This is an optimization exercise on Yosys and OpenROAD, whose aim is small area, a short achievable clock period and few clock cycles per item, not a production implementation.
The RTL was checked by simulation tests, not by an equivalence proof against the original design.
Power and IR drop assume default switching activity.

==> flow/design.v <==
module sha256_msg_sched #(
  parameter int IN_W   = 8,
  parameter int ROUNDS = 64
) (
  input  logic            clk,
  input  logic            rst,
  input  logic            abort,
  input  logic [IN_W-1:0] in_data,
  input  logic            in_valid,
  output logic            in_ready,
  output logic [31:0]     w_data,
  output logic [5:0]      w_idx,
  output logic            w_valid,
  input  logic            w_ready,
  output logic            busy,
  output logic            dbg_state
);
  logic [31:0] r_a [16];   
  logic [31:0] r_f [16];   
  logic [15:0] r_fv;       
  logic [31:0] r_s0x;      
  logic [31:0] r_s0a;      
  logic [31:0] r_e;        
  logic [31:0] r_s1x;      
  logic [31:0] r_out;      
  logic [31:0] r_h;        
  logic [23:0] r_pk;       
  logic [1:0]  r_b;        
  logic        r_hv;       
  logic [3:0]  r_hidx;
  logic [3:0]  r_lidx;     
  logic        r_v;        
  logic [5:0]  r_idxn;     
  logic [3:0]  r_ph;       
  logic [3:0]  r_fwe;      
  logic        r_alx;      
  logic        r_alc;      
  logic        r_nrdy;     
  logic        r_busy;
  logic [5:0]  r_idx;
  logic        w_fin;      
  logic        w_cmpl;     
  logic        w_fwr;
  logic        w_gona;     
  logic        w_gosel;    
  logic        w_xfer;
  logic        w_comp;
  logic [31:0] w_new;
  logic [15:0] w_fv;
  logic        w_relabel_c, w_hv0, w_allv;
  logic [3:0]  w_ph1, w_d0, w_d1, w_fwe0, w_fwe1;
  logic        w_rdy0, w_rdy1;
  logic [5:0]  w_nnxt0, w_nnxt1;
  logic        w_ax0, w_ax1, w_ac0, w_ac1;
  logic [1:0]  n_b;
  logic        n_hv, n_v;
  logic [3:0]  n_hidx, n_lidx, n_ph, n_fwe;
  logic [5:0]  n_idx;
  function automatic logic [31:0] f_sigma0(input logic [31:0] x);
    f_sigma0 = ((x >> 7) | (x << 25)) ^ ((x >> 18) | (x << 14)) ^ (x >> 3);
  endfunction
  function automatic logic [31:0] f_sigma1(input logic [31:0] x);
    f_sigma1 = ((x >> 17) | (x << 15)) ^ ((x >> 19) | (x << 13)) ^ (x >> 10);
  endfunction
  function automatic logic [3:0] f_fwe(input logic hv, input logic [3:0] d,
                                       input logic [15:0] fv);
    f_fwe[0] = hv & (d == 4'd4)  & ~fv[5];
    f_fwe[1] = hv & (d == 4'd8)  & ~fv[9];
    f_fwe[2] = hv & (d == 4'd12) & ~fv[13];
    f_fwe[3] = hv & (d == 4'd0)  & ~fv[1];
  endfunction
  function automatic logic f_ax(input logic [5:0] nxt, input logic [3:0] ph,
                                input logic fv0, input logic allv);
    f_ax = (nxt[5:4] == 2'd0) & (ph == nxt[3:0]) & fv0 & ((nxt[3:0] != 4'd0) | allv);
  endfunction
  function automatic logic f_ac(input logic [5:0] nxt, input logic [3:0] ph);
    f_ac = (nxt[5:4] != 2'd0) & (ph == nxt[3:0]);
  endfunction
  assign r_idx     = ~r_idxn;
  assign in_ready  = ~r_nrdy;
  assign w_valid   = r_v;
  assign dbg_state = r_v;
  assign w_data    = r_out;
  assign w_idx     = r_idx;
  assign busy      = r_busy;
  assign w_fin   = in_valid & ~r_nrdy;
  assign w_cmpl  = w_fin & (r_b == 2'd3);
  assign w_fwr   = |r_fwe;
  assign w_gona  = ~r_v | w_ready;
  assign w_gosel = (r_alx | r_alc) & w_gona;
  assign w_xfer  = r_alx & w_gona & ~abort;
  assign w_comp  = r_alc & w_gona & ~abort;
  assign w_new   = r_s1x + r_e;
  always_comb begin
    for (int k = 0; k < 15; k++) w_fv[k] = r_fv[k+1];
    w_fv[3]  = r_fwe[0] | r_fv[4];
    w_fv[7]  = r_fwe[1] | r_fv[8];
    w_fv[11] = r_fwe[2] | r_fv[12];
    w_fv[15] = r_fwe[3] | (r_fv[0] & ~w_xfer);
    if (abort) w_fv = 16'd0;
  end
  assign w_relabel_c = (r_lidx == 4'd0) & (r_idx == 6'd63) & ~r_v & ~r_hv & ~(|r_fv);
  assign w_ph1  = r_ph + 4'd1;
  assign w_hv0  = r_hv & ~w_fwr;                        
  assign w_d0   = r_hidx - w_ph1;
  assign w_d1   = r_lidx - (w_relabel_c ? 4'd15 : w_ph1);
  assign w_fwe0 = f_fwe(w_hv0, w_d0, r_fv);
  assign w_fwe1 = f_fwe(1'b1, w_d1, r_fv);
  assign w_rdy0 = (r_b != 2'd3) | ~w_hv0 | (|w_fwe0);
  assign w_rdy1 = (r_b != 2'd2) | ~w_hv0 | (|w_fwe0);
  assign w_allv = (r_fwe[2] | r_fv[12]) & r_fv[11] & r_fv[10] & r_fv[9] &
                  (r_fwe[1] | r_fv[8]) & r_fv[7] & r_fv[6] & r_fv[5] &
                  (r_fwe[0] | r_fv[4]) & r_fv[3] & r_fv[2] & r_fv[1];
  assign w_nnxt0 = r_idx + 6'd1;
  assign w_nnxt1 = r_idx + 6'd2;
  assign w_ax0  = f_ax(w_nnxt0, w_ph1, r_fv[1], w_allv);
  assign w_ax1  = f_ax(w_nnxt1, w_ph1, r_fv[1], w_allv);
  assign w_ac0  = f_ac(w_nnxt0, w_ph1);
  assign w_ac1  = f_ac(w_nnxt1, w_ph1);
  always_comb begin
    n_b    = w_fin ? r_b + 2'd1 : r_b;
    n_hv   = w_cmpl | w_hv0;
    n_hidx = w_cmpl ? r_lidx : r_hidx;
    n_lidx = w_cmpl ? r_lidx + 4'd1 : r_lidx;
    n_ph   = (w_cmpl & w_relabel_c) ? 4'd15 : w_ph1;
    n_v    = w_gosel | (r_v & ~w_ready);
    n_idx  = w_gosel ? r_idx + 6'd1 : r_idx;
    n_fwe  = w_cmpl ? w_fwe1 : w_fwe0;
    if (abort) begin
      n_b    = 2'd0;
      n_hv   = 1'b0;
      n_lidx = 4'd0;
      n_v    = 1'b0;
      n_idx  = 6'd63;
      n_fwe  = 4'd0;
    end
  end
  always_ff @(posedge clk or posedge rst) begin
    if (rst) begin
      r_b    <= 2'd0;
      r_hv   <= 1'b0;
      r_lidx <= 4'd0;
      r_v    <= 1'b0;
      r_idxn <= 6'd0;
      r_fv   <= 16'd0;
      r_fwe  <= 4'd0;
      r_alx  <= 1'b0;
      r_alc  <= 1'b0;
      r_nrdy <= 1'b0;
      r_busy <= 1'b0;
    end else begin
      r_b    <= n_b;
      r_hv   <= n_hv;
      r_lidx <= n_lidx;
      r_v    <= n_v;
      r_idxn <= ~n_idx;
      r_fv   <= w_fv;
      r_fwe  <= n_fwe;
      r_alx  <= ~abort & (w_gosel ? w_ax1 : w_ax0);
      r_alc  <= ~abort & (w_gosel ? w_ac1 : w_ac0);
      r_nrdy <= ~abort & ~(w_fin ? w_rdy1 : w_rdy0);
      r_busy <= ~abort & ((w_fin ? (r_b != 2'd3) : (r_b != 2'd0)) | w_cmpl | w_hv0 |
                          (|r_fv[15:1]) | w_fwr | (r_fv[0] & ~(r_alx & w_gona)) |
                          w_gosel | (r_v & ~w_ready) |
                          (w_gosel ? (r_idx != 6'd62) : (r_idx != 6'd63)));
    end
  end
  always_ff @(posedge clk) begin
    r_ph   <= n_ph;
    r_hidx <= n_hidx;
    if (w_fin && r_b != 2'd3) r_pk <= {r_pk[15:0], in_data};
    if (w_cmpl) r_h <= {r_pk, in_data};
    if (w_comp)      r_out <= w_new;
    else if (w_xfer) r_out <= r_f[0];
    for (int i = 0; i < 15; i++) r_f[i] <= r_f[i+1];
    if (r_fwe[0]) r_f[3]  <= r_h;
    if (r_fwe[1]) r_f[7]  <= r_h;
    if (r_fwe[2]) r_f[11] <= r_h;
    if (r_fwe[3]) r_f[15] <= r_h;
    else          r_f[15] <= r_f[0];
    for (int i = 0; i < 15; i++) r_a[i] <= r_a[i+1];
    if (w_comp)      r_a[15] <= w_new;
    else if (w_xfer) r_a[15] <= r_f[0];
    else             r_a[15] <= r_a[0];
    r_s0x <= f_sigma0(r_a[4]);
    r_s0a <= r_s0x + r_a[2];
    r_e   <= r_s0a + r_a[10];
    r_s1x <= f_sigma1(r_a[15]);
  end
endmodule
==> flow/flow/run.sh <==
#!/bin/bash
# Standard layout (the standard.sh), except that
#  - synthesis maps logic with a delay-driven abc script (flow/abc_fast.script)
#    and without the full/half-adder cell step; registers are mapped before abc
#    runs, exactly as in synth_recipe.tcl, so they are the standard ones;
#  - every input and output port is buffered with buf_4 rather than the
#    default (a slow delay buffer that the resizer may not swap);
#  - clock tree synthesis adds no dummy loads.
# Each step's full log is in orfs/logs/; make's own output is in flow_make.log.
set -euo pipefail
here=$(pwd)
{
  echo 'proc abc {args} {'
  echo '  set i [lsearch $args -script]'
  echo "  if {\$i >= 0} { lset args [expr {\$i+1}] $here/flow/abc_fast.script }"
  echo '  yosys abc {*}$args'
  echo '}'
  cat synth_recipe.tcl
} > my_synth.tcl
cts="-sink_clustering_enable -repair_clock_nets -sink_clustering_size 20 -sink_clustering_max_diameter 45 -buf_list sky130_fd_sc_hd__clkbuf_8 -dont_use_dummy_load"
extra="ADDER_MAP_FILE= ABC_CLOCK_PERIOD_IN_PS=1500 CTS_ARGS=\"$cts\" BUFFER_PORTS_ARGS=\"-buffer_cell sky130_fd_sc_hd__buf_4\""
sed -e "s#SYNTH_SCRIPT=[^ ]*#SYNTH_SCRIPT=$here/my_synth.tcl $extra#" standard.sh > my_standard.sh
bash my_standard.sh > flow_make.log 2>&1
==> flow/flow/abc_fast.script <==
&get -n
&st
&if -g
&st
&dch
&nf {D}
&put
buffer -c
topo
stime -c
upsize -c {D}
dnsize -c {D}
==> flow/standard.sh <==
#!/bin/bash
# synth_recipe.tcl (not shown) runs the flow's synth.tcl, then flattens the netlist and writes it again
# the make line also repeats each setting of config.mk as NAME=value (left out here)
make -C /OpenROAD-flow-scripts/flow DESIGN_CONFIG=/design/flow/config.mk WORK_HOME=/design/flow/orfs CLKGATE_MAP_FILE= SYNTH_SCRIPT=/design/flow/synth_recipe.tcl "${@:-finish}"
==> flow/config.mk <==
export PLATFORM = sky130hd
export DESIGN_NAME = sha256_msg_sched
export DESIGN_NICKNAME = sha256_msg_sched
export VERILOG_FILES = /design/flow/design.v
export SDC_FILE = /design/flow/constraint.sdc
export NUM_CORES = 4
export LEC_CHECK = 0
export CAP_MARGIN = 20
export CORE_MARGIN = 2
export CORE_UTILIZATION = 65
export CTS_BUF_LIST = sky130_fd_sc_hd__clkbuf_8
export CTS_CLUSTER_DIAMETER = 45
export CTS_CLUSTER_SIZE = 20
export SETUP_SLACK_MARGIN = 2.3
export SLEW_MARGIN = 20
==> flow/constraint.sdc <==
create_clock -name core_clock -period 4.6 [get_ports {clk}]
set_input_delay 0.9200 -clock core_clock [delete_from_list [all_inputs] [get_ports {clk}]]
set_output_delay 0.9200 -clock core_clock [all_outputs]
set_load 0.01 [all_outputs]
==> impl_metrics.py, run 1 <==
metrics = {
    "run_status": {
        "status": "no timing/DRC/antenna violations",
    },
    "timing": {
        "setup_viol": 0,
        "tightestPinTransition_ps": 956,
        "slew_violations": 0,
        "fin_hold_ws_ps": 234,
        "fmaxAchievable_mhz": 422,
        "finalHoldViolations": 0,
        "timing.final.crit_period_ps": 2370,
        "worst_slew_margin_pct": 36.1,
        "skew_ps": 90.8,
        "final_min_period_over_clock_period_pct": 51.5,
        "totalNegativeSetupSlack_ps": 0,
        "rsz0062_at_grt": "true",
    },
    "die": {
        "num_rows": 86,
        "die_area_um2": 58200,
        "die_width_um": 241,
        "die_height_um": 241,
        "core-area_um2": 55300,
        "pin_count": 55,
        "starting_density_of_the_core_pct": 66.1,
    },
    "routing": {
        "postRouteWirelength_mm": 86.2,
        "drc": 0,
        "total_number_of_vias": 20900,
        "routedLengthMet1_mm": 36.0,
        "dr_wl_met2_mm": 41.7,
        "drt.antenna.violating_nets": 0,
        "wl_per_cell_um": 23.0,
        "detail_route.iter0.violations": 1706,
        "top_signal_layer_used": "met4",
        "detailedRoute.firstPassIterationCount": 5,
        "dr_wl_met3_mm": 4.28,
        "post_drt_via_cell_ratio": 5.57,
    },
    "logic_synthesis": {
        "dominant_combinational_cell_family_by_area_after_synthesis": "XOR/XNOR gates",
        "synthSimpleGateAreaFrac_pct": 6.94,
        "post_synth.cell_area_avg_um2": 13.0,
        "synth.top_cells.by_count": "sky130_fd_sc_hd__dfxtp_1, sky130_fd_sc_hd__xnor2_1, sky130_fd_sc_hd__nand2_1, sky130_fd_sc_hd__nor2_1, sky130_fd_sc_hd__o21ai_0",
        "synth_ff_type": "sky130_fd_sc_hd__dfxtp_1",
        "yosys.cell_count.top_type": "sky130_fd_sc_hd__dfxtp_1",
        "synthesis.nets": 2834,
        "area_of_the_mapped_netlist_um2": 36600,
        "synth.top_cell.area_share_pct": 63.3,
        "synth-seq-area-share_pct": 73.4,
        "asyncSetResetFlopFracSynth_pct": 2.95,
        "cell_type_with_the_highest_aggregate_area_in_the_netlist": "sky130_fd_sc_hd__dfxtp_1",
        "synth_fa_ha_area_share_pct": 0.144,
        "ys_seq_elements": 1286,
        "dominant_cells_by_area_after_synthesis": "sky130_fd_sc_hd__dfxtp_1, sky130_fd_sc_hd__edfxtp_1, sky130_fd_sc_hd__xnor2_1",
        "synth_edf_count": 92,
        "post_synth_xor_area_fraction_pct": 7.61,
        "synth.yosys.warnings": 3,
        "post_synth_num_cell_types": 72,
        "syn_inst": 2821,
        "synth_compound_area_share_pct": 7.22,
        "yosys-mux-area-fraction_pct": 3.97,
    },
    "power_and_ir_drop": {
        "clock_power_share_pct": 26.2,
        "leakage_nw": 15.2,
        "pwr_density_cell_nw_per_um2": 477,
        "irDropWorstVdd_v": 0.000447,
        "internal_power_mw": 15.4,
        "power.net_switching_mw": 4.27,
        "seq_power_share_pct": 68.0,
        "comb_power_share_pct": 5.8,
        "power.share.switching_pct": 21.8,
    },
    "placed_design": {
        "buffer_ports.inserted": 54,
        "place_hpwl_mm": 59.8,
        "globalplace.congestion": 1.03,
    },
    "clock_network": {
        "clock_tree_from_tritoncts": "built",
        "hold_buffers": 0,
        "clock_sink_count": 1286,
        "clock_path_buffers": 3,
        "clock_edge_transition_at_the_registers_on_the_reported_setup_and_hold_paths_ps": 110,
        "tritoncts.num_buffers": 101,
        "clk_latency_ps": 750,
        "htree_levels": 3,
        "clock_tree_root": "sky130_fd_sc_hd__clkbuf_8",
    },
    "global_route": {
        "total_gr_overflow": 0,
        "grt_usage_pct": 29.4,
        "initial_antenna_violation_count": 2,
        "grt_first_pass_wirelength_mm": 125,
        "vias_in_the_first_global_route": 20700,
        "grt_start_max_net_pins": 95,
    },
    "worst_setup_path": {
        "critPathBufInv": 1,
        "crit_path_cell_trace": "nor4_4 -> nand4_1 -> buf_6 -> o31ai_2 -> xnor2_2 -> nor3b_2 -> o211ai_1 -> o41ai_2",
        "reg2reg_slack_ps": 2230,
        "critPathTopFamily": "compound AO/OA/AOI/OAI gates",
        "worst_r2r_path_depth": 8,
        "worst-setup-path-type": "flop to flop",
        "worst-endpoint-required_ps": 5220,
        "slowest_stage_cell_crit_path": "sky130_fd_sc_hd__dfrtp_2",
        "r2r-start": "r_fv[9]",
        "timing.critical_path.arrival_ps": 2990,
        "crit_path_start_kind": "flop",
        "worstPathMaxFanout": 4,
        "r2r-end": "r_fwe[1]",
        "crit_path_end_kind": "flop",
        "critical-path-max-stage-delay_ps": 450,
    },
    "min_path": {
        "hold_path.startpoint": "r_f[2][25]",
        "kind_of_path_behind_the_tightest_hold_check": "flop to flop",
        "whs_endpoint": "r_f[1][25]",
        "hold_depth": 0,
    },
    "final_layout": {
        "util_after_layout_pct": 74.5,
        "final_nets": 3012,
        "final_layout_size_suffix_gt1_share_pct": 19.5,
        "flow.area_growth_from_synthesis_pct": 12.7,
    },
    "flow_run": {
        "max_cap_viol_count": 0,
    },
}
[flip-flops by register name (all words and copies together) (netlist names), 32 cells and up]
signal / cells
r_a: 512
r_f: 512
r_e: 32
r_h: 32
r_s0a: 32
r_s0x: 32
r_s1x: 32
r_out: 32
[final cells by class]
| class | instances | area [um^2] |
|---|---|---|
| Sequential cell | 1286 | 26900 |
| Fill cell | 3530 | 14100 |
| Multi-Input combinational cell | 1476 | 10900 |
| Clock buffer | 101 | 1390 |
| Timing Repair Buffer | 118 | 956 |
| Tap cell | 748 | 936 |
| Inverter | 16 | 63.8 |
| Antenna cell | 3 | 7.51 |
[how the worst max path moves through the flow]
stage,end,slack [ps],cells past startpoint,start
2_1_floorplan,r_fwe[2],2050,8,in_valid
3_3_place_gp,r_a[15][23],1740,7,w_ready
3_5_place_dp,r_fwe[2],1610,10,in_valid
4_1_cts,r_out[23],2210,7,r_s1x[5]
5_1_grt,r_fwe[1],2110,8,r_fv[9]
6_report,r_fwe[1],2230,8,r_fv[9]
[cells in the final DEF (no fill, tap or decap), types with 12 or more instances in the layout]
cell and instances:
sky130_fd_sc_hd__a21o_1 17, sky130_fd_sc_hd__nand2_1 232, sky130_fd_sc_hd__dfrtp_1 28, sky130_fd_sc_hd__o211ai_1 14
sky130_fd_sc_hd__o21ai_1 24, sky130_fd_sc_hd__xor2_1 50, sky130_fd_sc_hd__dfxtp_1 1133, sky130_fd_sc_hd__mux2_2 129
sky130_fd_sc_hd__dfxtp_2 21, sky130_fd_sc_hd__edfxtp_1 92, sky130_fd_sc_hd__nor2_1 191, sky130_fd_sc_hd__o21ai_0 165
sky130_fd_sc_hd__xnor2_1 197, sky130_fd_sc_hd__nor2b_1 12, sky130_fd_sc_hd__xnor2_4 23, sky130_fd_sc_hd__buf_4 105
sky130_fd_sc_hd__nor4_1 13, sky130_fd_sc_hd__xnor2_2 42, sky130_fd_sc_hd__a21oi_1 91, sky130_fd_sc_hd__clkbuf_8 101
sky130_fd_sc_hd__nand3_1 21
[worst register-to-register path, delay by kind of cell (launching register included)]
kind / cells / cell delay (ps)
buffers and inverters: 1 / 160
XOR/XNOR: 1 / 180
AO/OA/AOI/OAI: 3 / 830
flip-flops: 1 / 450
AND/OR/NAND/NOR: 3 / 640
[kinds of logic (layout without fill, tap and decap cells)]
kind of cell / after synthesis / in the layout
flip-flops: 1286 / 1286
AND/OR/NAND/NOR: 580 / 580
AO/OA/AOI/OAI: 445 / 445
XOR/XNOR: 316 / 317
multiplexers: 129 / 129
buffers and inverters: 60 / 235
adder cells (fa/ha/maj): 5 / 5
other: 0 / 3
[repair_timing]
| item | CTS | global route |
|---|---|---|
| buffers inserted | 38 | 18 |
| setup endpoints to repair | 83 | 83 |
| pin swaps | 27 | 29 |
| gates cloned | 0 | 1 |
| gates resized for setup | 122 | 170 |
[stage by stage]
stage	power, mW	std cells	cell area [um^2]	setup WS [ps]
finish	19.6	3748	41200	2230
global route	20.3	3746	41200	2110
CTS	19.7	3726	40200	2210
detailed placement	14.6	3587	37900	1610
global placement	14.5	3586	37800	1740
floorplan	14.1	2821	36600	2050
[power by group through the flow]
| stage | sequential, mW | combinational, mW | clock [mW] |
|---|---|---|---|
| 2_1_floorplan | 13.3 | 0.841 | 0 |
| 3_3_place_gp | 13.5 | 0.956 | 0 |
| 3_5_place_dp | 13.6 | 1.01 | 0 |
| 4_1_cts | 13.4 | 1.12 | 5.23 |
| 5_1_grt | 13.5 | 1.25 | 5.62 |
| 6_report | 13.3 | 1.14 | 5.15 |
[per-layer routing]
metal,vias up,global-route usage [%]
met4,0,13.7
met3,208,4.35
met1,10200,37.5
met2,692,49.7
met5,-,0
li1,9835,-
Testbench counts, summed over its fixed seeds: cycles 12,720, blocks 192.
==> run 2: changes to the inputs <==
--- a/flow/config.mk
+++ b/flow/config.mk
@@ -7,9 +7,9 @@
 export LEC_CHECK = 0
 export CAP_MARGIN = 20
 export CORE_MARGIN = 2
-export CORE_UTILIZATION = 65
+export CORE_UTILIZATION = 55
 export CTS_BUF_LIST = sky130_fd_sc_hd__clkbuf_8
 export CTS_CLUSTER_DIAMETER = 45
 export CTS_CLUSTER_SIZE = 20
-export SETUP_SLACK_MARGIN = 2.3
+export SETUP_SLACK_MARGIN = 2.05
 export SLEW_MARGIN = 20
==> run 2 against run 1 <==
  * Total power increased by 0.35%
  * Largest power group unchanged
  * Clock skew grew 14 ps
  * Largest cell class unchanged
  * Sequential power about the same
  * Worst hold slack improved by 35 ps
  * Critical path type unchanged
  * Maximum frequency shrank 5.6%
==> impl_metrics.py, run 2 <==
metrics = {
    "run_status": {
        "status": "no timing/DRC/antenna violations",
    },
    "clock_network": {
        "clk_latency_ps": 740,
        "clock_tree_root": "sky130_fd_sc_hd__clkbuf_8",
        "clock_sink_count": 1286,
        "clock_edge_transition_at_the_registers_on_the_reported_setup_and_hold_paths_ps": 80,
        "htree_levels": 3,
        "clock_tree_from_tritoncts": "built",
        "tritoncts.num_buffers": 110,
        "clock_path_buffers": 3,
    },
    "logic_synthesis": {
        "synth.yosys.warnings": 3,
        "post_synth.cell_area_avg_um2": 13.0,
        "syn_inst": 2821,
        "synth_edf_count": 92,
        "cell_type_with_the_highest_aggregate_area_in_the_netlist": "sky130_fd_sc_hd__dfxtp_1",
        "dominant_cells_by_area_after_synthesis": "sky130_fd_sc_hd__dfxtp_1, sky130_fd_sc_hd__edfxtp_1, sky130_fd_sc_hd__xnor2_1",
        "synth-seq-area-share_pct": 73.4,
        "synth.top_cell.area_share_pct": 63.3,
        "ys_seq_elements": 1286,
        "asyncSetResetFlopFracSynth_pct": 2.95,
        "yosys.cell_count.top_type": "sky130_fd_sc_hd__dfxtp_1",
        "post_synth_num_cell_types": 72,
        "area_of_the_mapped_netlist_um2": 36600,
        "synth.top_cells.by_count": "sky130_fd_sc_hd__dfxtp_1, sky130_fd_sc_hd__xnor2_1, sky130_fd_sc_hd__nand2_1, sky130_fd_sc_hd__nor2_1, sky130_fd_sc_hd__o21ai_0",
        "synthesis.nets": 2834,
        "synth_ff_type": "sky130_fd_sc_hd__dfxtp_1",
    },
    "worst_setup_path": {
        "cp-startpoint": "r_e[5]",
        "critical_path_depth": 7,
        "r2r-start": "r_e[5]",
        "r2r-end": "r_out[23]",
        "timing.critical_path.arrival_ps": 2910,
        "crit_path_start_kind": "flop",
        "worst-setup-path-type": "flop to flop",
        "worst_r2r_path_depth": 7,
        "critPathBufInv": 0,
        "crit_path_end_kind": "flop",
        "critPathTopFamily": "compound AO/OA/AOI/OAI gates",
        "critical-path-max-stage-delay_ps": 450,
        "worstPathMaxFanout": 8,
        "setup.worst_path.end": "r_out[23]",
        "slowest_stage_cell_crit_path": "sky130_fd_sc_hd__dfxtp_1",
        "worst-endpoint-required_ps": 5000,
        "crit_path_cell_trace": "xnor2_4 -> nor4_1 -> o21ai_1 -> a2111oi_2 -> a211oi_1 -> xnor2_1 -> o21ai_0",
        "reg2reg_slack_ps": 2090,
    },
    "timing": {
        "setup_viol": 0,
        "rsz0062_at_grt": "true",
        "finalHoldViolations": 0,
        "slew_violations": 0,
        "totalNegativeSetupSlack_ps": 0,
        "tightestPinTransition_ps": 994,
        "timing.final.crit_period_ps": 2510,
        "final_min_period_over_clock_period_pct": 54.5,
        "fin_hold_ws_ps": 269,
        "worst_slew_margin_pct": 33.6,
        "skew_ps": 105,
        "fmaxAchievable_mhz": 399,
    },
    "placed_design": {
        "buffer_ports.inserted": 54,
        "place_hpwl_mm": 62.1,
        "globalplace.congestion": 0.941,
        "dp.cells": 3706,
    },
    "final_layout": {
        "util_after_layout_pct": 61.1,
        "nFillCells": 5094,
        "multiInputGateArea_um2": 10000,
        "final_nets": 2981,
        "final_cell_mix": "sky130_fd_sc_hd__dfxtp_1, sky130_fd_sc_hd__nand2_1, sky130_fd_sc_hd__xnor2_1, sky130_fd_sc_hd__nor2_1, sky130_fd_sc_hd__o21ai_0",
        "final_common_cell": "sky130_fd_sc_hd__dfxtp_1",
        "largest_registers": "r_a (512), r_f (512)",
        "finish.cell_count_without_fillers": 3832,
        "final_layout_size_suffix_gt1_share_pct": 14.3,
        "seqCellArea_um2": 26900,
        "flow.area_growth_from_synthesis_pct": 9.83,
    },
    "die": {
        "die_width_um": 262,
        "pin_count": 55,
        "die_height_um": 262,
        "starting_density_of_the_core_pct": 55.6,
        "core-area_um2": 65700,
        "num_rows": 94,
        "die_area_um2": 68600,
    },
    "global_route": {
        "initial_antenna_violation_count": 7,
        "grt_usage_pct": 24.9,
        "vias_in_the_first_global_route": 20100,
        "grt_first_pass_wirelength_mm": 125,
        "total_gr_overflow": 0,
        "grt_start_max_net_pins": 51,
    },
    "min_path": {
        "kind_of_path_behind_the_tightest_hold_check": "flop to flop",
    },
    "power_and_ir_drop": {
        "leakage_nw": 14.8,
        "pwr_density_cell_nw_per_um2": 491,
        "irDropWorstVdd_v": 0.000452,
    },
    "routing": {
        "detailedRoute.firstPassIterationCount": 5,
        "postRouteWirelength_mm": 85.3,
        "drc": 0,
        "wl_per_cell_um": 22.3,
        "drt.antenna.violating_nets": 0,
        "detail_route.iter0.violations": 1392,
        "post_drt_via_cell_ratio": 5.20,
        "total_number_of_vias": 19900,
    },
    "flow_run": {
        "max_cap_viol_count": 0,
    },
}
[run 2: changes by cell type in the layout (fill, tap and decap cells not counted), moves of 13 or more]
cell / previous run / this run
sky130_fd_sc_hd__buf_4: 105 / 78
sky130_fd_sc_hd__dfxtp_1: 1133 / 1155
sky130_fd_sc_hd__dfxtp_2: 21 / 1
sky130_fd_sc_hd__o21ai_0: 165 / 187
sky130_fd_sc_hd__o21ai_1: 24 / 11
sky130_fd_sc_hd__xnor2_1: 197 / 233
sky130_fd_sc_hd__xnor2_2: 42 / 21
sky130_fd_sc_hd__xnor2_4: 23 / 7
[run 2: cell type report]
class / instances / area share (%)
clock buffers: 110 / 3.77
repair buffers: 79 / 1.51
diodes: 2 / 0.0125
well taps: 864 / 2.69
inverters: 16 / 0.159
flip-flops and latches: 1286 / 66.9
multi-input cells: 1475 / 25.0
[run 2: logic make-up (layout without fill, tap and decap cells)]
| kind of cell | after synthesis | after routing | share of synthesized area (%) |
|---|---|---|---|
| multiplexers | 129 | 129 | 3.97 |
| AND/OR/NAND/NOR | 580 | 580 | 6.94 |
| adder cells (fa/ha/maj) | 5 | 5 | 0.144 |
| AO/OA/AOI/OAI | 445 | 445 | 7.22 |
| XOR/XNOR | 316 | 316 | 7.61 |
| other | 0 | 2 | 0 |
| flip-flops | 1286 | 1286 | 73.4 |
| buffers and inverters | 60 | 205 | 0.684 |
[run 2: how the worst min path moves through the flow]
stage / from / depth (start not counted) / to
2_1_floorplan: r_a[1][0] / 0 / r_a[0][0]
3_3_place_gp: r_a[12][28] / 0 / r_a[11][28]
3_5_place_dp: r_a[1][11] / 0 / r_a[0][11]
4_1_cts: r_f[5][6] / 0 / r_f[4][6]
5_1_grt: r_f[5][6] / 0 / r_f[4][6]
6_report: r_f[5][6] / 0 / r_f[4][6]
[run 2: power by group]
group	internal [mW]	leakage, nW	switching, mW	total (mW)
clock network	2.12	0.791	3.21	5.33
registers	12.8	10.7	0.553	13.3
logic	0.603	3.28	0.456	1.06
[run 2: per-layer routing]
| metal | up-vias | global-route usage (%) | wire length [um] |
|---|---|---|---|
| met5 | - | 0 | 0 |
| met4 | 0 | 11.1 | 3590 |
| met3 | 164 | 3.06 | 3010 |
| met2 | 436 | 41.3 | 40300 |
| met1 | 9597 | 32.9 | 38400 |
| li1 | 9743 | - | - |
[run 2: stage by stage]
| step | setup WS (ps) | power [mW] | cell area, um^2 |
|---|---|---|---|
| after CTS | 2000 | 19.9 | 39700 |
| after global placement | 1630 | 14.5 | 38000 |
| after floorplan | 2060 | 14.1 | 36600 |
| after detailed placement | 1580 | 14.6 | 38000 |
| final | 2090 | 19.7 | 40200 |
| after global routing | 1930 | 20.5 | 40200 |
[run 2: what timing repair did]
item	in CTS	in global routing
buffers inserted	5	8
pin swaps	4	7
resized for setup	26	67
hold buffers	0	0
endpoints found under the setup margin	41	52
==> run 3: changes to the inputs <==
--- a/flow/config.mk
+++ b/flow/config.mk
@@ -11,5 +11,5 @@
 export CTS_BUF_LIST = sky130_fd_sc_hd__clkbuf_8
 export CTS_CLUSTER_DIAMETER = 45
 export CTS_CLUSTER_SIZE = 20
-export SETUP_SLACK_MARGIN = 2.05
+export SETUP_SLACK_MARGIN = 2.35
 export SLEW_MARGIN = 20
==> run 3 against run 2 <==
  * Still clean
  * Setup slack improved by 100 ps
  * Clock-buffer cell count unchanged
  * Wire length up 3.1%
  * Final area increased by 4.8%
  * Clock skew shrank 7.6 ps
  * Register-to-register slack improved by 100 ps
  * Critical path type unchanged
==> impl_metrics.py, run 3 <==
metrics = {
    "global_route": {
        "total_gr_overflow": 0,
        "globalRouteMet1Util_pct": 33.9,
        "grt_usage_pct": 25.6,
        "groute.layer.met2.usage_pct": 43.4,
        "globalRoute.busiestLayer": "met2",
        "initial_antenna_violation_count": 4,
        "grtUsageMet3_pct": 3.06,
        "grt_start_max_net_pins": 50,
        "vias_in_the_first_global_route": 20700,
        "grt_first_pass_wirelength_mm": 128,
    },
    "worst_setup_path": {
        "worst_r2r_path_depth": 10,
        "critical_path_depth": 10,
        "r2r-end": "r_out[27]",
        "worst-setup-path-type": "flop to flop",
        "slowest_stage_cell_crit_path": "sky130_fd_sc_hd__dfxtp_4",
        "crit_path_end_kind": "flop",
        "r2r-start": "r_e[5]",
        "crit_path_cell_trace": "xnor2_4 -> buf_6 -> nor4_4 -> buf_4 -> o211ai_1 -> o211ai_1 -> buf_4 -> a311oi_4 -> xnor2_1 -> o21ai_0",
        "critPathBufInv": 3,
        "critical-path-max-stage-delay_ps": 380,
        "timing.critical_path.arrival_ps": 2810,
        "worst-endpoint-required_ps": 5000,
        "worstPathMaxFanout": 6,
        "setup.worst_path.end": "r_out[27]",
        "crit_path_start_kind": "flop",
        "critPathTopFamily": "compound AO/OA/AOI/OAI gates",
        "reg2reg_slack_ps": 2200,
        "cp-startpoint": "r_e[5]",
    },
    "routing": {
        "detailedRoute.firstPassIterationCount": 5,
        "detail_route.iter0.violations": 1366,
        "postRouteWirelength_mm": 87.9,
        "drt.antenna.violating_nets": 0,
        "drc": 0,
        "wl_per_cell_um": 22.6,
        "total_number_of_vias": 20600,
        "post_drt_via_cell_ratio": 5.28,
    },
    "run_status": {
        "status": "no timing/DRC/antenna violations",
    },
    "final_layout": {
        "flow.area_growth_from_synthesis_pct": 15.1,
        "final_nets": 3045,
        "final_cell_mix": "sky130_fd_sc_hd__dfxtp_1, sky130_fd_sc_hd__nand2_1, sky130_fd_sc_hd__xnor2_1, sky130_fd_sc_hd__nor2_1, sky130_fd_sc_hd__o21ai_0",
        "seqCellArea_um2": 26900,
        "final_layout_size_suffix_gt1_share_pct": 21.9,
        "nFillCells": 4942,
        "final_common_cell": "sky130_fd_sc_hd__dfxtp_1",
        "multiInputGateArea_um2": 11300,
        "largest_registers": "r_a (512), r_f (512)",
        "finish.cell_count_without_fillers": 3897,
    },
    "logic_synthesis": {
        "post_synth.cell_area_avg_um2": 13.0,
        "syn_inst": 2821,
        "synth.top_cells.by_count": "sky130_fd_sc_hd__dfxtp_1, sky130_fd_sc_hd__xnor2_1, sky130_fd_sc_hd__nand2_1, sky130_fd_sc_hd__nor2_1, sky130_fd_sc_hd__o21ai_0",
        "synth.top_cell.area_share_pct": 63.3,
        "cell_type_with_the_highest_aggregate_area_in_the_netlist": "sky130_fd_sc_hd__dfxtp_1",
        "synth-seq-area-share_pct": 73.4,
        "synth.yosys.warnings": 3,
        "synth_ff_type": "sky130_fd_sc_hd__dfxtp_1",
        "area_of_the_mapped_netlist_um2": 36600,
        "dominant_cells_by_area_after_synthesis": "sky130_fd_sc_hd__dfxtp_1, sky130_fd_sc_hd__edfxtp_1, sky130_fd_sc_hd__xnor2_1",
        "post_synth_num_cell_types": 72,
        "synthesis.nets": 2834,
        "synth_edf_count": 92,
        "yosys.cell_count.top_type": "sky130_fd_sc_hd__dfxtp_1",
        "asyncSetResetFlopFracSynth_pct": 2.95,
        "ys_seq_elements": 1286,
    },
    "clock_network": {
        "htree_levels": 3,
        "hold_buffers": 0,
        "clock_path_buffers": 3,
        "clock_edge_transition_at_the_registers_on_the_reported_setup_and_hold_paths_ps": 100,
        "clock_tree_from_tritoncts": "built",
        "clock_tree_root": "sky130_fd_sc_hd__clkbuf_8",
        "tritoncts.num_buffers": 110,
        "clock_sink_count": 1286,
        "clk_latency_ps": 740,
    },
    "die": {
        "die_area_um2": 68600,
        "die_width_um": 262,
        "pin_count": 55,
        "core-area_um2": 65700,
        "die_height_um": 262,
        "num_rows": 94,
        "starting_density_of_the_core_pct": 55.6,
    },
    "timing": {
        "rsz0062_at_grt": "true",
        "skew_ps": 97.0,
        "finalHoldViolations": 0,
        "fmaxAchievable_mhz": 416,
        "slew_violations": 0,
        "timing.final.crit_period_ps": 2400,
        "worst_slew_margin_pct": 32.6,
        "tightestPinTransition_ps": 1010,
        "totalNegativeSetupSlack_ps": 0,
        "final_min_period_over_clock_period_pct": 52.3,
        "setup_viol": 0,
    },
    "power_and_ir_drop": {
        "pwr_density_cell_nw_per_um2": 471,
        "power_mw": 19.8,
        "irDropWorstVdd_v": 0.000425,
        "leakage_nw": 15.5,
    },
    "min_path": {
        "kind_of_path_behind_the_tightest_hold_check": "flop to flop",
        "hold_path.startpoint": "r_f[2][21]",
    },
    "flow_run": {
        "max_cap_viol_count": 0,
    },
    "placed_design": {
        "place_hpwl_mm": 62.0,
        "globalplace.congestion": 0.999,
        "dp.cells": 3707,
        "buffer_ports.inserted": 54,
    },
}
[run 3: cell counts after synthesis]
Identical to the previous run, type by type.
[run 3: per-stage QoR]
| step | cell area (um^2) | hold WS [ps] | setup WS [ps] | utilization, % |
|---|---|---|---|---|
| 4_1_cts | 41000 | 247 | 2200 | 62.3 |
| 3_3_place_gp | 38000 | 310 | 1650 | 57.8 |
| 5_1_grt | 42100 | 248 | 2130 | 64.0 |
| 6_report | 42100 | 269 | 2200 | 64.0 |
| 2_1_floorplan | 36600 | 310 | 2050 | - |
| 3_5_place_dp | 38000 | 312 | 1660 | 57.8 |
[run 3: logic make-up after synthesis]
family                     count (synthesis)  share of synthesized area (%)
AOI/OAI and AO/OA                        445                           7.22
xor gates and xnor gates                 316                           7.61
adders and majority gates                  5                          0.144
buffers and inverters                     60                          0.684
DFF                                     1286                           73.4
muxes                                    129                           3.97
and+or+nand+nor                          580                           6.94
[run 3: report_power, final]
group	internal [mW]	switching [mW]
Combinational	0.639	0.498
Sequential	12.8	0.547
Clock	2.12	3.24
Total	15.5	4.29
[run 3: layout make-up]
class / instances / share of cell area (%)
inverters: 16 / 0.152
clock buffers: 110 / 3.60
flip-flops and latches: 1286 / 63.9
well taps: 864 / 2.57
diodes: 3 / 0.0178
repair buffers: 142 / 2.81
multi-input cells: 1476 / 26.9
[run 3: timing repair]
action / in CTS / in global routing
gates cloned: 1 / 0
gates resized for setup: 206 / 186
pin swaps: 43 / 44
buffers inserted: 48 / 28
setup endpoints to repair: 106 / 106
[run 3: worst min path at each step]
| stage | cells past startpoint | slack, ps | endpoint |
|---|---|---|---|
| 2_1_floorplan | 0 | 310 | r_a[0][0] |
| 3_3_place_gp | 0 | 310 | r_a[6][30] |
| 3_5_place_dp | 0 | 310 | r_a[0][12] |
| 4_1_cts | 0 | 250 | r_f[1][21] |
| 5_1_grt | 0 | 250 | r_f[1][21] |
| 6_report | 0 | 270 | r_f[1][21] |
[run 3: per-layer routing]
layer	wire (um)	share of wire, %
met5	0	0
met4	3350	3.8
met2	42500	48
met3	3170	3.6
met1	38900	44
==> run 4: changes to the inputs <==
==> flow/flow/abc_fast.script (replaced) <==
&get -n
&st
&if -g
&st
&syn2
&if -g
&st
&dch
&nf {D}
&put
buffer -c
topo
stime -c
upsize -c {D}
dnsize -c {D}
--- a/flow/config.mk
+++ b/flow/config.mk
@@ -11,5 +11,5 @@
 export CTS_BUF_LIST = sky130_fd_sc_hd__clkbuf_8
 export CTS_CLUSTER_DIAMETER = 45
 export CTS_CLUSTER_SIZE = 20
-export SETUP_SLACK_MARGIN = 2.35
+export SETUP_SLACK_MARGIN = 2.2
 export SLEW_MARGIN = 20
==> run 4 against run 3 <==
  * Sequential cell count unchanged
  * Synthesized cell count rose by 1.3%
  * Worst hold slack improved by 18 ps
  * Synthesized area rose by 0.13%
  * Setup slack got worse by 40 ps
  * Wire length decreased by 4.3%
  * Critical endpoint is now r_out[14]
==> impl_metrics.py, run 4 <==
metrics = {
    "die": {
        "die_height_um": 262,
        "die_area_um2": 68700,
        "die_width_um": 262,
        "starting_density_of_the_core_pct": 55.6,
        "core-area_um2": 65900,
        "num_rows": 94,
        "pin_count": 55,
    },
    "clock_network": {
        "clock_tree_from_tritoncts": "built",
        "clock_tree_root": "sky130_fd_sc_hd__clkbuf_8",
        "clock_path_buffers": 3,
        "clock_sink_count": 1286,
        "tritoncts.num_buffers": 113,
        "clk_latency_ps": 730,
        "htree_levels": 3,
        "clock_edge_transition_at_the_registers_on_the_reported_setup_and_hold_paths_ps": 100,
    },
    "logic_synthesis": {
        "post_synth.cell_area_avg_um2": 12.8,
        "syn_inst": 2859,
        "asyncSetResetFlopFracSynth_pct": 2.95,
        "ys_seq_elements": 1286,
        "dominant_cells_by_area_after_synthesis": "sky130_fd_sc_hd__dfxtp_1, sky130_fd_sc_hd__edfxtp_1, sky130_fd_sc_hd__xnor2_1",
        "synth.yosys.warnings": 3,
        "synth-seq-area-share_pct": 73.3,
        "cell_type_with_the_highest_aggregate_area_in_the_netlist": "sky130_fd_sc_hd__dfxtp_1",
        "synthesis.nets": 2872,
        "synth.top_cell.area_share_pct": 63.2,
        "synth_ff_type": "sky130_fd_sc_hd__dfxtp_1",
        "post_synth_num_cell_types": 68,
        "yosys.cell_count.top_type": "sky130_fd_sc_hd__dfxtp_1",
        "synth_edf_count": 92,
        "synth.top_cells.by_count": "sky130_fd_sc_hd__dfxtp_1, sky130_fd_sc_hd__nor2_1, sky130_fd_sc_hd__xnor2_1, sky130_fd_sc_hd__nand2_1, sky130_fd_sc_hd__a21oi_1",
        "area_of_the_mapped_netlist_um2": 36600,
    },
    "min_path": {
        "whs_endpoint": "r_a[6][31]",
        "kind_of_path_behind_the_tightest_hold_check": "flop to flop",
        "hold_depth": 0,
        "hold_path.startpoint": "r_a[7][31]",
    },
    "final_layout": {
        "flow.area_growth_from_synthesis_pct": 12.6,
        "fin_area_um2": 41200,
        "util_after_layout_pct": 62.6,
        "final_common_cell": "sky130_fd_sc_hd__dfxtp_1",
        "final_layout_size_suffix_gt1_share_pct": 18.2,
        "final_nets": 3061,
        "final_cell_mix": "sky130_fd_sc_hd__dfxtp_1, sky130_fd_sc_hd__nor2_1, sky130_fd_sc_hd__nand2_1, sky130_fd_sc_hd__xnor2_1, sky130_fd_sc_hd__a21oi_1",
        "largest_registers": "r_a (512), r_f (512)",
    },
    "worst_setup_path": {
        "critical_path.most_common_cell": "sky130_fd_sc_hd__nor2_1",
        "crit_path_start_kind": "flop",
        "worst_r2r_path_depth": 10,
        "reg2reg_slack_ps": 2160,
        "worst-setup-path-type": "flop to flop",
        "critical-path-max-stage-delay_ps": 360,
        "worst-endpoint-required_ps": 5050,
        "r2r-end": "r_out[14]",
        "r2r-start": "r_s1x[3]",
        "crit_path_cell_trace": "xnor2_2 -> a211oi_4 -> o31ai_4 -> o2111ai_4 -> a31oi_4 -> buf_6 -> buf_4 -> xor2_1 -> nor2_1 -> nor2_1",
        "crit_path_end_kind": "flop",
        "slowest_stage_cell_crit_path": "sky130_fd_sc_hd__dfxtp_1",
        "worstPathMaxFanout": 4,
        "timing.critical_path.arrival_ps": 2900,
    },
    "timing": {
        "tightestPinTransition_ps": 985,
        "fin_hold_ws_ps": 287,
        "setup_viol": 0,
        "finalHoldViolations": 0,
        "slew_violations": 0,
        "final_min_period_over_clock_period_pct": 53.1,
        "fmaxAchievable_mhz": 409,
        "skew_ps": 93.2,
        "rsz0062_at_grt": "true",
        "totalNegativeSetupSlack_ps": 0,
        "timing.final.crit_period_ps": 2440,
        "worst_slew_margin_pct": 34.2,
    },
    "placed_design": {
        "place_hpwl_mm": 58.9,
        "dpl_cell_area_um2": 38100,
        "buffer_ports.inserted": 54,
        "globalplace.congestion": 0.943,
    },
    "global_route": {
        "grt_usage_pct": 24.2,
        "initial_antenna_violation_count": 2,
        "total_gr_overflow": 0,
        "vias_in_the_first_global_route": 20300,
        "grt_first_pass_wirelength_mm": 123,
        "grt_start_max_net_pins": 55,
    },
    "power_and_ir_drop": {
        "pwr_density_cell_nw_per_um2": 416,
        "power_mw": 17.1,
        "irDropWorstVdd_v": 0.000296,
        "leakage_nw": 15.3,
    },
    "routing": {
        "postRouteWirelength_mm": 84.2,
        "post_drt_via_cell_ratio": 5.23,
        "detail_route.iter0.violations": 1358,
        "wl_per_cell_um": 21.5,
        "drc": 0,
        "detailedRoute.firstPassIterationCount": 5,
        "total_number_of_vias": 20500,
        "drt.antenna.violating_nets": 0,
    },
    "run_status": {
        "status": "no timing/DRC/antenna violations",
    },
    "flow_run": {
        "max_cap_viol_count": 0,
    },
}
-- run 4: timing repair --
item | 4_1_cts | 5_1_grt
pin swaps | 14 | 52
gates resized for setup | 96 | 147
cloned | 0 | 2
hold buffers | 0 | 0
buffers inserted | 16 | 33
endpoints found under the setup margin | 86 | 55
-- run 4: logic make-up (layout without fill, tap and decap cells) --
kind of cell    Yosys count  after routing  synth area share, %
fa+ha+maj                 1              1               0.0273
xor+xnor                299            299                 7.15
buf+inv                  69            254                0.724
mux                     135            135                 4.13
flops                  1286           1286                 73.3
other cells               0              4                    0
simple gates            649            651                 7.67
compound gates          420            420                 6.95
-- run 4: report_power, final --
part	total, mW	internal (mW)	switching (mW)
Clock	5.39	2.17	3.22
Combinational	0.296	0.127	0.169
Sequential	11.4	11.4	0.0712
Total	17.1	13.7	3.46
-- run 4: layout make-up --
cell class              instances  area [um^2]
flip-flops and latches       1286        26900
well taps                     864         1080
repair buffers                115          900
diodes                          4         10.0
multi-input cells            1506        10700
clock buffers                 113         1560
inverters                      26          101
fillers                      5114        24600
-- run 4: critical path, delay by kind of cell (launching register included) --
| kind | cells | cell delay, ps |
|---|---|---|
| xor gates and xnor gates | 2 | 380 |
| DFF | 1 | 360 |
| and+or+nand+nor | 2 | 260 |
| AOI/OAI and AO/OA | 4 | 930 |
| buffers and inverters | 2 | 260 |
-- run 4: how the worst max path moves through the flow --
stage,startpoint,to,slack (ps),cells after the start
floorplan,abort,r_out[23],2200,6
global placement,abort,r_a[15][23],1470,8
detailed placement,abort,r_a[15][23],1490,8
CTS,r_s0x[5],r_s0a[25],2060,8
global route,r_s1x[1],r_out[30],2040,10
finish,r_s1x[3],r_out[14],2160,10
-- run 4: routing by layer --
layer	wire length [um]	share of wire [%]	vias to the layer above	global-route usage, %
li1	-	-	9928	-
met1	37600	45	9865	32.2
met2	40000	48	490	39.8
met3	3170	3.8	179	3.50
met4	3400	4.0	0	10.1
met5	0	0	-	0
-- run 4: per-stage QoR --
stage,instances,setup slack (ps)
global route,3911,2040
CTS,3875,2060
finish,3914,2160
floorplan,2859,2200
global placement,3746,1470
detailed placement,3746,1490
==> run 5: changes to the inputs <==
==> flow/flow/abc_fast.script (replaced) <==
&get -n
&st
&dch
&nf {D}
&put
buffer -c
topo
stime -c
upsize -c {D}
dnsize -c {D}
==> run 5 against run 4 <==
  * Sequential cell count is the same
  * Register-to-register slack gained 20 ps
  * Via count shrank 4.9%
  * Critical path depth shrank 2
  * Clock power shrank 2%
  * Final area shrank 1.8%
==> impl_metrics.py, run 5 <==
metrics = {
    "worst_setup_path": {
        "timing.critical_path.arrival_ps": 3000,
        "worst_r2r_path_depth": 8,
        "worst-setup-path-type": "flop to flop",
        "crit_path_end_kind": "flop",
        "worstPathMaxFanout": 4,
        "worst-endpoint-required_ps": 5180,
        "crit_path_start_kind": "flop",
    },
    "routing": {
        "detailedRoute.firstPassIterationCount": 7,
        "postRouteWirelength_mm": 78.2,
        "drt.antenna.violating_nets": 0,
        "detail_route.iter0.violations": 1071,
        "wl_per_cell_um": 20.8,
        "drc": 0,
        "total_number_of_vias": 19500,
        "post_drt_via_cell_ratio": 5.18,
    },
    "die": {
        "die_area_um2": 67500,
        "num_rows": 93,
        "die_height_um": 260,
        "core-area_um2": 64600,
        "starting_density_of_the_core_pct": 55.7,
        "die_width_um": 260,
        "pin_count": 55,
    },
    "final_layout": {
        "final_cell_mix": "sky130_fd_sc_hd__dfxtp_1, sky130_fd_sc_hd__nand2_1, sky130_fd_sc_hd__xnor2_1, sky130_fd_sc_hd__nor2_1, sky130_fd_sc_hd__o21ai_0",
        "flow.area_growth_from_synthesis_pct": 12.5,
        "final_common_cell": "sky130_fd_sc_hd__dfxtp_1",
        "final_nets": 2919,
        "largest_registers": "r_a (512), r_f (512)",
        "final_layout_size_suffix_gt1_share_pct": 18.7,
    },
    "clock_network": {
        "clock_sink_count": 1286,
        "hold_buffers": 0,
        "clock_tree_root": "sky130_fd_sc_hd__clkbuf_8",
        "clock_path_buffers": 3,
        "htree_levels": 3,
        "clk_latency_ps": 760,
        "clock_tree_from_tritoncts": "built",
        "tritoncts.num_buffers": 107,
        "clock_edge_transition_at_the_registers_on_the_reported_setup_and_hold_paths_ps": 90,
    },
    "logic_synthesis": {
        "dominant_cells_by_area_after_synthesis": "sky130_fd_sc_hd__dfxtp_1, sky130_fd_sc_hd__edfxtp_1, sky130_fd_sc_hd__xnor2_1",
        "post_synth.cell_area_avg_um2": 13.2,
        "synth.top_cell.area_share_pct": 64.3,
        "synth_ff_type": "sky130_fd_sc_hd__dfxtp_1",
        "synth.top_cells.by_count": "sky130_fd_sc_hd__dfxtp_1, sky130_fd_sc_hd__xnor2_1, sky130_fd_sc_hd__nand2_1, sky130_fd_sc_hd__nor2_1, sky130_fd_sc_hd__o21ai_0",
        "yosys.cell_count.top_type": "sky130_fd_sc_hd__dfxtp_1",
        "syn_inst": 2732,
        "post_synth_num_cell_types": 67,
        "synth.yosys.warnings": 3,
        "synthesis.nets": 2745,
        "synth-seq-area-share_pct": 74.6,
        "asyncSetResetFlopFracSynth_pct": 2.95,
        "area_of_the_mapped_netlist_um2": 36000,
        "ys_seq_elements": 1286,
        "cell_type_with_the_highest_aggregate_area_in_the_netlist": "sky130_fd_sc_hd__dfxtp_1",
        "synth_edf_count": 92,
    },
    "timing": {
        "totalNegativeSetupSlack_ps": 0,
        "tightestPinTransition_ps": 1050,
        "slew_violations": 0,
        "timing.final.crit_period_ps": 2420,
        "final.setup.worst_slack_ps": 2180,
        "fmaxAchievable_mhz": 413,
        "finalHoldViolations": 0,
        "final_min_period_over_clock_period_pct": 52.6,
        "setup_viol": 0,
        "skew_ps": 115,
        "rsz0062_at_grt": "true",
        "worst_slew_margin_pct": 30.1,
    },
    "power_and_ir_drop": {
        "power.share.switching_pct": 20.7,
        "power.net_switching_mw": 3.59,
        "power_mw": 17.4,
        "seq_power_share_pct": 67.0,
        "comb_power_share_pct": 2.7,
        "irDropWorstVdd_v": 0.000343,
        "clock_power_share_pct": 30.3,
        "pwr_density_cell_nw_per_um2": 429,
        "internal_power_mw": 13.8,
        "leakage_nw": 14.9,
    },
    "flow_run": {
        "max_cap_viol_count": 0,
    },
    "global_route": {
        "vias_in_the_first_global_route": 19400,
        "initial_antenna_violation_count": 1,
        "grt_start_max_net_pins": 47,
        "grt_usage_pct": 23.2,
        "total_gr_overflow": 0,
        "grt_first_pass_wirelength_mm": 116,
    },
    "placed_design": {
        "place_hpwl_mm": 53.3,
        "buffer_ports.inserted": 54,
        "globalplace.congestion": 1.05,
        "dp_worst_setup_slack_ps": 1490,
    },
    "run_status": {
        "status": "no timing/DRC/antenna violations",
    },
    "min_path": {
        "hold_depth": 0,
        "kind_of_path_behind_the_tightest_hold_check": "flop to flop",
    },
}
-- run 5: cell types whose count changed after synthesis, sizes merged, moves of 7 or more --
cell / previous run / this run
and2: 13 / 4
nand2: 223 / 237
inv: 26 / 14
o21ai: 123 / 182
a21oi: 141 / 123
clkbuf: 38 / 28
o31ai: 12 / 3
nor2: 265 / 175
a31oi: 21 / 12
xnor2: 233 / 250
buf: 5 / 12
o21a: 5 / 15
nand2b: 16 / 3
-- run 5: what timing repair did --
action / CTS / global route
pin swaps: 19 / 30
gates resized for setup: 111 / 153
gates cloned: 0 / 1
setup endpoints to repair: 101 / 89
setup buffers: 24 / 18
-- run 5: final timing paths --
kind,endpoint,slack [ps],from
max in group asynchronous,r_fwe[3],3820,rst
worst min-delay path,r_f[4][22],240,r_f[5][22]
worst min register to register,r_f[4][22],240,r_f[5][22]
min in group asynchronous,r_idxn[3],330,rst
worst max-delay path,r_fwe[3],2180,r_fv[1]
worst max register to register,r_fwe[3],2180,r_fv[1]
-- run 5: logic make-up (layout without fill, tap and decap cells) --
logic type,after synthesis,after routing,synth area share (%)
flip-flops,1286,1286,74.6
AND/OR/NAND/NOR,527,528,6.31
AO/OA/AOI/OAI,416,416,6.68
XOR/XNOR,316,316,7.71
multiplexers,129,129,4.03
buffers and inverters,56,227,0.619
adder cells (fa/ha/maj),2,2,0.0556
other,0,1,0
-- run 5: worst max-delay path, cell delays in order, from the launching register on --
cell and delay (ps):
sky130_fd_sc_hd__dfrtp_2 430, sky130_fd_sc_hd__nor4_4 360, sky130_fd_sc_hd__nand4_1 150, sky130_fd_sc_hd__buf_6 150, sky130_fd_sc_hd__or2_4 270, sky130_fd_sc_hd__and3_4 180
sky130_fd_sc_hd__or3_4 400, sky130_fd_sc_hd__nor4_2 260, sky130_fd_sc_hd__o21a_1 140
-- run 5: through the flow --
stage / hold slack, ps / instance area, um^2 / util (%) / std cells
after floorplan: 310 / 36000 / - / 2732
after global placement: 310 / 37400 / 57.9 / 3609
after detailed placement: 312 / 37400 / 57.9 / 3609
after CTS: 238 / 39600 / 61.4 / 3740
after global routing: 246 / 40500 / 62.7 / 3760
final: 240 / 40500 / 62.7 / 3760
-- run 5: layer usage --
metal  track usage, %  share of wire (%)  vias up
li1                 -                  -     9471
met1             30.6                 45     9320
met2             38.1                 47      485
met3             3.29                3.6      188
met4             10.3                4.6        0
met5                0                  0        -
-- run 5: power groups by stage --
| stage | sequential (mW) | combinational (mW) | clock (mW) |
|---|---|---|---|
| floorplan | 11.8 | 0.294 | 0 |
| global placement | 11.9 | 0.364 | 0 |
| detailed placement | 11.9 | 0.370 | 0 |
| CTS | 11.6 | 0.409 | 5.44 |
| global route | 11.7 | 0.499 | 5.87 |
| finish | 11.6 | 0.461 | 5.27 |
-- run 5: cell type report --
type / count / area [um^2]
flip-flops and latches: 1286 / 26900
diodes: 1 / 2.50
repair buffers: 104 / 816
clock buffers: 107 / 1470
well taps: 855 / 1070
multi-input cells: 1391 / 10200
fillers: 4942 / 24100
inverters: 16 / 73.8
==> run 6: changes to the inputs <==
==> flow/flow/abc_fast.script (replaced) <==
&get -n
&st
&if -g
&st
&dch
&nf {D}
&put
buffer -c
topo
stime -c
upsize -c {D}
dnsize -c {D}
--- a/flow/config.mk
+++ b/flow/config.mk
@@ -7,7 +7,7 @@
 export LEC_CHECK = 0
 export CAP_MARGIN = 20
 export CORE_MARGIN = 2
-export CORE_UTILIZATION = 55
+export CORE_UTILIZATION = 48
 export CTS_BUF_LIST = sky130_fd_sc_hd__clkbuf_8
 export CTS_CLUSTER_DIAMETER = 45
 export CTS_CLUSTER_SIZE = 20
==> run 6 against run 5 <==
  * Highest routed layer unchanged
  * Non-clock buffer count is the same
  * Die area grew 16%
  * Clock power grew 3%
  * Critical path depth shrank 1
  * Critical endpoint is now r_fwe[1]
  * Utilization shrank 8.8 points
  * Final cell count grew 5.7%
  * Synthesized cell count grew 3.3%
  * Global-route usage shrank 0.88 points
  * Largest power group unchanged
  * Critical path type unchanged
  * Largest cell class unchanged
  * Clock-buffer cell count grew 5
  * Combinational power grew 130%
  * Total power grew 14%
==> impl_metrics.py, run 6 <==
metrics = {
    "power_and_ir_drop": {
        "power.share.switching_pct": 21.4,
        "pwr_density_cell_nw_per_um2": 484,
        "seq_power_share_pct": 67.3,
        "comb_power_share_pct": 5.3,
        "clock_power_share_pct": 27.4,
        "power_mw": 19.8,
        "internal_power_mw": 15.5,
        "leakage_nw": 15.0,
        "power.net_switching_mw": 4.23,
        "irDropWorstVdd_v": 0.000366,
    },
    "timing": {
        "fmaxAchievable_mhz": 406,
        "tightestPinTransition_ps": 983,
        "slew_violations": 0,
        "finalHoldViolations": 0,
        "totalNegativeSetupSlack_ps": 0,
        "timing.final.crit_period_ps": 2470,
        "rsz0062_at_grt": "true",
        "final_min_period_over_clock_period_pct": 53.6,
        "worst_slew_margin_pct": 34.3,
        "setup_viol": 0,
        "skew_ps": 70.4,
    },
    "clock_network": {
        "clock_edge_transition_at_the_registers_on_the_reported_setup_and_hold_paths_ps": 110,
        "clock_tree_root": "sky130_fd_sc_hd__clkbuf_8",
        "clk_latency_ps": 740,
        "htree_levels": 3,
        "clock_tree_from_tritoncts": "built",
        "hold_buffers": 0,
        "clock_sink_count": 1286,
        "tritoncts.num_buffers": 112,
        "clock_path_buffers": 3,
    },
    "logic_synthesis": {
        "cell_type_with_the_highest_aggregate_area_in_the_netlist": "sky130_fd_sc_hd__dfxtp_1",
        "synth.top_cells.by_count": "sky130_fd_sc_hd__dfxtp_1, sky130_fd_sc_hd__xnor2_1, sky130_fd_sc_hd__nand2_1, sky130_fd_sc_hd__nor2_1, sky130_fd_sc_hd__o21ai_0",
        "post_synth.cell_area_avg_um2": 13.0,
        "synth_ff_type": "sky130_fd_sc_hd__dfxtp_1",
        "syn_inst": 2821,
        "post_synth_num_cell_types": 72,
        "yosys.cell_count.top_type": "sky130_fd_sc_hd__dfxtp_1",
        "synth.yosys.warnings": 3,
        "ys_seq_elements": 1286,
        "dominant_cells_by_area_after_synthesis": "sky130_fd_sc_hd__dfxtp_1, sky130_fd_sc_hd__edfxtp_1, sky130_fd_sc_hd__xnor2_1",
        "synth-seq-area-share_pct": 73.4,
        "synth.top_cell.area_share_pct": 63.3,
        "asyncSetResetFlopFracSynth_pct": 2.95,
        "area_of_the_mapped_netlist_um2": 36600,
        "synth_edf_count": 92,
        "synthesis.nets": 2834,
    },
    "routing": {
        "post_drt_via_cell_ratio": 5.19,
        "drt.antenna.violating_nets": 0,
        "total_number_of_vias": 20600,
        "detailedRoute.firstPassIterationCount": 6,
        "wl_per_cell_um": 22.2,
        "drc": 0,
        "detail_route.iter0.violations": 1530,
        "postRouteWirelength_mm": 88.4,
    },
    "die": {
        "core-area_um2": 75700,
        "die_height_um": 280,
        "die_width_um": 280,
        "starting_density_of_the_core_pct": 48.3,
        "pin_count": 55,
        "num_rows": 101,
        "die_area_um2": 78400,
    },
    "global_route": {
        "grt_start_max_net_pins": 95,
        "initial_antenna_violation_count": 3,
        "grt_first_pass_wirelength_mm": 129,
        "grt_usage_pct": 22.3,
        "vias_in_the_first_global_route": 20500,
        "total_gr_overflow": 0,
    },
    "final_layout": {
        "final_cell_mix": "sky130_fd_sc_hd__dfxtp_1, sky130_fd_sc_hd__nand2_1, sky130_fd_sc_hd__xnor2_1, sky130_fd_sc_hd__nor2_1, sky130_fd_sc_hd__o21ai_0",
        "final_nets": 3010,
        "multiInputGateArea_um2": 10300,
        "largest_registers": "r_a (512), r_f (512)",
        "flow.area_growth_from_synthesis_pct": 11.7,
        "final_common_cell": "sky130_fd_sc_hd__dfxtp_1",
        "finish.cell_count_without_fillers": 3974,
        "final_layout_size_suffix_gt1_share_pct": 16.5,
        "nFillCells": 6289,
        "seqCellArea_um2": 26900,
    },
    "placed_design": {
        "place_hpwl_mm": 63.1,
        "dp.cells": 3823,
        "globalplace.congestion": 0.984,
        "buffer_ports.inserted": 54,
    },
    "worst_setup_path": {
        "crit_path_end_kind": "flop",
        "timing.critical_path.arrival_ps": 3100,
        "worst-endpoint-required_ps": 5230,
        "critPathBufInv": 0,
        "critical-path-max-stage-delay_ps": 500,
        "slowest_stage_cell_crit_path": "sky130_fd_sc_hd__or3_4",
        "crit_path_start_kind": "flop",
        "critical_path_depth": 7,
        "worst_r2r_path_depth": 7,
        "crit_path_cell_trace": "nor4_4 -> nand4_1 -> or3_4 -> a21o_1 -> nand4b_1 -> o211ai_1 -> o41ai_2",
        "worst-setup-path-type": "flop to flop",
        "worstPathMaxFanout": 5,
        "critPathTopFamily": "simple AND/OR/NAND/NOR gates",
    },
    "flow_run": {
        "max_cap_viol_count": 0,
    },
    "run_status": {
        "status": "no timing/DRC/antenna violations",
    },
    "min_path": {
        "kind_of_path_behind_the_tightest_hold_check": "flop to flop",
        "hold_depth": 0,
    },
}
==> run 6: changes by cell type after synthesis, sizes merged, moves of 6 or more <==
cell / previous run / this run
o31ai: 3 / 12
nand3: 15 / 21
o21ai: 182 / 200
or3: 1 / 8
a211oi: 8 / 14
a21oi: 123 / 103
xnor2: 250 / 261
a21o: 8 / 17
nor2: 175 / 203
nor4: 27 / 33
o21a: 15 / 8
xor2: 66 / 55
nor3: 25 / 16
==> run 6: routing by layer <==
layer	GRT usage [%]	share of wire (%)	wire (um)
met4	9.12	4.6	4090
met3	3.48	4.6	4030
met1	29.7	44	39100
met5	0	0	0
met2	36.4	47	41200
==> run 6: what timing repair did <==
action                                  in CTS  in global routing
cloned                                       0                  2
setup buffers                               11                 25
endpoints found under the setup margin      70                 64
endpoints found under the hold margin        0                  0
pin swaps                                    9                 24
resized for setup                           76                 80
==> run 6: final timing paths <==
path                                 start    endpoint  slack, ps
worst max-delay path               r_fv[9]    r_fwe[1]       2130
worst min-delay path            r_a[9][11]  r_a[8][11]        250
worst max register to register     r_fv[9]    r_fwe[1]       2130
worst min register to register  r_a[9][11]  r_a[8][11]        250
max in group asynchronous              rst   r_idxn[1]       3890
min in group asynchronous              rst    r_fwe[3]        300
==> run 6: cells by family after synthesis <==
| group | synth area share, % |
|---|---|
| XOR/XNOR | 7.61 |
| multiplexers | 3.97 |
| AO/OA/AOI/OAI | 7.22 |
| buffers and inverters | 0.684 |
| flip-flops | 73.4 |
| adder cells (fa/ha/maj) | 0.144 |
| AND/OR/NAND/NOR | 6.94 |
==> run 6: worst reg2reg max path, delay by kind of cell, from the launching register on <==
kind	cells	cell delay [ps]
AND/OR/NAND/NOR	4	1180
AO/OA/AOI/OAI	3	720
flip-flops	1	450
==> run 6: final cells by class <==
| cell class | instances | area share (%) |
|---|---|---|
| Sequential cell | 1286 | 65.8 |
| Multi-Input combinational cell | 1477 | 25.3 |
| Clock buffer | 112 | 3.78 |
| Tap cell | 978 | 3.00 |
| Timing Repair Buffer | 104 | 1.97 |
| Inverter | 16 | 0.156 |
| Antenna cell | 1 | 0.00613 |
==> run 6: power by group through the flow <==
stage / Clock, mW / Combinational (mW) / Sequential, mW
after floorplan: 0 / 0.840 / 13.3
after global placement: 0 / 0.977 / 13.5
after detailed placement: 0 / 1.00 / 13.6
after CTS: 5.61 / 1.03 / 13.3
after global routing: 6.02 / 1.16 / 13.4
final: 5.41 / 1.05 / 13.3
==> run 6: through the flow <==
step / worst slack [ps] / area (um^2) / hold WS [ps] / util, %
CTS: 2120 / 40200 / 243 / 53.1
finish: 2130 / 40800 / 249 / 53.9
floorplan: 2040 / 36600 / 310 / -
detailed placement: 1600 / 38200 / 312 / 50.4
global route: 2050 / 40800 / 247 / 53.9
global placement: 1680 / 38200 / 310 / 50.4

## separate check: timing with driven ports
Ports are ideal in the flow. The routed layouts listed here were re-timed in OpenROAD.
Step 1: set_driving_cell puts a clkbuf_16 on clk and a buf_2 on each other input, an assumption about the parent block.
Step 2 times the ports against the registers' clock, not the clock port: input delays grow and output delays shrink by t, the midpoint of the rising clock arrivals with the driver on.
Three values: ideal ports, drivers, drivers and shift; two values: the first two.
run	shift t [ns]	setup WS [ns]	hold slack, ns	latest minus earliest clock arrival (ns)	worst register clock-pin slew, ns
run 1	0.758	2.231 / 2.231 / 1.704	0.234 / 0.234 / 0.234	0.106 / 0.106	0.12 / 0.12
run 2	0.744	2.091 / 2.091 / 1.792	0.269 / 0.269 / 0.269	0.107 / 0.107	0.11 / 0.11
run 3	0.748	2.196 / 2.196 / 1.839	0.269 / 0.269 / 0.269	0.110 / 0.110	0.12 / 0.12
run 4	0.752	2.156 / 2.156 / 1.755	0.287 / 0.270 / 0.287	0.100 / 0.101	0.11 / 0.11
run 5	0.751	2.179 / 2.179 / 1.821	0.240 / 0.240 / 0.240	0.125 / 0.125	0.11 / 0.11
run 6	0.773	2.134 / 2.134 / 1.673	0.249 / 0.249 / 0.249	0.081 / 0.081	0.11 / 0.11
After both steps every run listed still meets setup and hold. The setup slack of run 1, which loses most, moves by 0.000 ns with the drivers and by -0.527 ns with both steps.
